Context: an optimization exercise on an open-source flow, tuned for small area, a short achievable clock period and few clock cycles per item. The choices shown serve that exercise and are no tape-out recipe.
The RTL was checked by simulation tests, not by an equivalence proof against the original design.

// des_core
module des_core
(
	input  logic        clk,
	input  logic        rst,
	input  logic        i_start,
	input  logic        i_mode,
	input  logic [63:0] i_key,
	input  logic [63:0] i_block,
	output logic        o_valid,
	output logic [63:0] o_block
);
==> flow/config.mk <==
export PLATFORM = sky130hd
export DESIGN_NAME = des_core
export DESIGN_NICKNAME = des_core
export VERILOG_FILES = /design/flow/design.v
export SDC_FILE = /design/flow/constraint.sdc
export NUM_CORES = 4
export LEC_CHECK = 0
export CAP_MARGIN = 5
export CORE_MARGIN = 2
export CORE_UTILIZATION = 40
export CTS_BUF_LIST = sky130_fd_sc_hd__clkbuf_4 sky130_fd_sc_hd__clkbuf_8
export SETUP_SLACK_MARGIN = 1.5
export SLEW_MARGIN = 5
==> flow/constraint.sdc <==
create_clock -name core_clock -period 4.0 [get_ports {clk}]
set_input_delay 0.8000 -clock core_clock [delete_from_list [all_inputs] [get_ports {clk}]]
set_output_delay 0.8000 -clock core_clock [all_outputs]
set_load 0.01 [all_outputs]
standard.sh (not shown) runs the stock make flow with config.mk's settings and CLKGATE_MAP_FILE= SYNTH_SCRIPT=/design/flow/synth_recipe.tcl, a recipe that flattens the netlist after the stock synthesis.
==> flow/flow/run.sh <==
#!/bin/bash
# Own layout flow: the standard ORFS flow with two changes.
#  1. Synthesis: ORFS's synthesis script unchanged, but with an area-oriented ABC
#     script (flow/abc_map.script) and without the half/full-adder extraction.
#     a222oi is not used: its pins are hard to reach for the router.
#  2. Port buffers: buffer_ports uses the smallest buffer (buf_1).
#  3. Clock tree: clkbuf_4/clkbuf_8 only, and no dummy loads.
# Every tool's output goes to the ORFS logs under orfs/logs and to flow_*.log here.
set -euo pipefail
WORK=$(pwd)
R=$WORK/orfs/results/$FLOW_PLATFORM/des_core/base

# private copy of the ORFS scripts folder for synthesis, with our ABC script
rm -rf "$WORK/synth_scripts"
cp -r "$FLOW_HOME/scripts" "$WORK/synth_scripts"
cp "$WORK/flow/abc_map.script" "$WORK/synth_scripts/abc_area.script"
sed -i 's/^set lib_dont_use_args ""$/set lib_dont_use_args "-dont_use sky130_fd_sc_hd__a222oi_1"/' \
	"$WORK/synth_scripts/synth_preamble.tcl"
grep -q 'a222oi' "$WORK/synth_scripts/synth_preamble.tcl"

SCRIPTS_DIR="$WORK/synth_scripts" ABC_AREA=1 ADDER_MAP_FILE= \
	bash standard.sh synth > "$WORK/flow_synth.log" 2>&1

BUFFER_PORTS_ARGS="-buffer_cell sky130_fd_sc_hd__buf_1" \
	CTS_ARGS="-sink_clustering_enable -repair_clock_nets -buf_list {sky130_fd_sc_hd__clkbuf_4 sky130_fd_sc_hd__clkbuf_8} -dont_use_dummy_load -sink_clustering_size 35 -sink_clustering_max_diameter 150" \
	bash standard.sh > "$WORK/flow_layout.log" 2>&1
==> flow/flow/abc_map.script <==
strash; &get -n; &fraig -x; &put; dc2; strash; &get -n; &dch -f; &nf -R 1000; &put
Testbench counts at the start, summed over its fixed seeds: cycles 43,200, items 2,400.
Rerun with:
--- a/flow/flow/run.sh
+++ b/flow/flow/run.sh
@@ -7 +6,0 @@
-#  3. Clock tree: clkbuf_4/clkbuf_8 only, and no dummy loads.
@@ -25 +23,0 @@
-	CTS_ARGS="-sink_clustering_enable -repair_clock_nets -buf_list {sky130_fd_sc_hd__clkbuf_4 sky130_fd_sc_hd__clkbuf_8} -dont_use_dummy_load -sink_clustering_size 35 -sink_clustering_max_diameter 150" \
CAP_MARGIN = 20   (was 5)
CORE_UTILIZATION = 55   (was 40)
SLEW_MARGIN = 20   (was 5)
Maximum frequency is lower by about 1.9%.
Die area shrinks by about 27%.
Routed wire length drops by about 5.5%.
Non-clock buffer count grows by 1.
Global-route usage went up by 6.8 points.
Clock skew shrinks by 0.025 ns.
Sequential cell count is unchanged.
First-iteration DRC count went up by 34%.
Rerun with:
--- a/flow/flow/run.sh
+++ b/flow/flow/run.sh
@@ -6,0 +7 @@
+#  3. Clock tree: clkbuf_4/clkbuf_8 only, and no dummy loads.
@@ -23,0 +25 @@
+	CTS_ARGS="-sink_clustering_enable -repair_clock_nets -buf_list {sky130_fd_sc_hd__clkbuf_4 sky130_fd_sc_hd__clkbuf_8} -dont_use_dummy_load" \
==> flow/flow/abc_map.script (replaced) <==
strash; &get -n; &fraig -x; &put; dc2; strash; &get -n; &dch -f; &nf -R 0; &put
CAP_MARGIN = 5   (was 20)
CORE_UTILIZATION = 40   (was 55)
SLEW_MARGIN = 5   (was 20)
Effect: The new run produced a clean layout; worst hold slack loses 0.0055 ns; worst setup slack gains 0.016 ns; non-clock buffer count is higher by 3; synthesized cell count is lower by 1.5%; wire length is higher by 10%; global-route usage is lower by 6.4 points; core utilization is lower by 20 points; sequential share of layout area is lower by 0.43 points; area after synthesis is higher by 2.3%; flip-flop and latch count stays the same.
Rerun with:
--- a/flow/flow/run.sh
+++ b/flow/flow/run.sh
@@ -7 +6,0 @@
-#  3. Clock tree: clkbuf_4/clkbuf_8 only, and no dummy loads.
@@ -25 +23,0 @@
-	CTS_ARGS="-sink_clustering_enable -repair_clock_nets -buf_list {sky130_fd_sc_hd__clkbuf_4 sky130_fd_sc_hd__clkbuf_8} -dont_use_dummy_load" \
==> flow/flow/abc_map.script (replaced) <==
strash; &get -n; &fraig -x; &put; dc2; strash; &get -n; &dch -f; &nf -R 1000; &put
CAP_MARGIN = 20   (was 5)
CORE_UTILIZATION = 55   (was 40)
SETUP_SLACK_MARGIN = 2.0   (was 1.5)
SLEW_MARGIN = 20   (was 5)
After rerunning: The changed run completed with no timing, DRC or antenna violations; flip-flop and latch count does not change; setup slack improves by 0.064 ns; synthesized cell count came out higher by 1.5%.
Rerun with:
SETUP_SLACK_MARGIN = 1.6   (was 2.0)
TNS_END_PERCENT = 5   (was default)
Sequential share of layout area rises by 3.8 points.
Synthesized area stays the same.
Maximum frequency falls by 3.6%.
Core utilization falls by 18 points.
Register-to-register slack gets worse by 0.25 ns.
Worst setup slack gets worse by 0.087 ns.
Rerun with:
--- a/flow/flow/run.sh
+++ b/flow/flow/run.sh
@@ -5 +4,0 @@
-#     a222oi is not used: its pins are hard to reach for the router.
@@ -6,0 +6 @@
+#  3. Clock tree: clkbuf_4/clkbuf_8 only, and no dummy loads.
@@ -16,3 +15,0 @@
-sed -i 's/^set lib_dont_use_args ""$/set lib_dont_use_args "-dont_use sky130_fd_sc_hd__a222oi_1"/' \
-	"$WORK/synth_scripts/synth_preamble.tcl"
-grep -q 'a222oi' "$WORK/synth_scripts/synth_preamble.tcl"
@@ -23,0 +21 @@
+	CTS_ARGS="-sink_clustering_enable -repair_clock_nets -buf_list {sky130_fd_sc_hd__clkbuf_4 sky130_fd_sc_hd__clkbuf_8} -dont_use_dummy_load" \
CAP_MARGIN = 5   (was 20)
CELL_PAD_IN_SITES_DETAIL_PLACEMENT = 1   (was default)
CELL_PAD_IN_SITES_GLOBAL_PLACEMENT = 1   (was default)
CORE_UTILIZATION = 40   (was 55)
SETUP_SLACK_MARGIN = 1.5   (was 1.6)
SLEW_MARGIN = 5   (was 20)
TNS_END_PERCENT = default   (was 5)
Effect: The new run finished clean; global-route usage shrinks by 3.7 points; setup slack got worse by 0.0031 ns; critical path depth grows by 7; fmax stays flat.

what the ideal ports hide:
How much do the figures lean on ideal ports? The routed layouts below were timed once more, with nothing changed but the port constraints. Step 1: set_driving_cell puts a clkbuf_16 on clk and a buf_2 on each other input, an assumption about the parent block. Step 2 moves the port delays by t, midway between the first and last clock arrival at a register: inputs arrive t later, outputs are due t later. That takes back most of the time a late clock gives input paths. Three values: no drivers, after step 1, after step 2; two values: the first two.
run | t (ns) | setup slack, ns | hold WS [ns] | worst register clock-pin slew, ns | cell pins on the clock port's net
the first run | 0.489 | 1.611 / 1.611 / 1.439 | 0.172 / 0.147 / 0.481 | 0.10 / 0.10 | 1
the second run | 0.494 | 1.565 / 1.525 / 1.524 | 0.179 / 0.160 / 0.473 | 0.09 / 0.09 | 1
the third run | 0.494 | 1.582 / 1.582 / 1.511 | 0.173 / 0.157 / 0.475 | 0.08 / 0.08 | 1
the fourth run | 0.516 | 1.645 / 1.600 / 1.524 | 0.179 / 0.154 / 0.475 | 0.09 / 0.09 | 1
the fifth run | 0.497 | 1.558 / 1.519 / 1.531 | 0.174 / 0.156 / 0.473 | 0.09 / 0.09 | 1
the sixth run | 0.486 | 1.555 / 1.555 / 1.555 | 0.213 / 0.187 / 0.483 | 0.10 / 0.10 | 1
After both steps setup and hold are still met in every run listed. The setup slack of the first run, which loses most, moves by 0.000 ns with the drivers and by -0.172 ns with both steps.
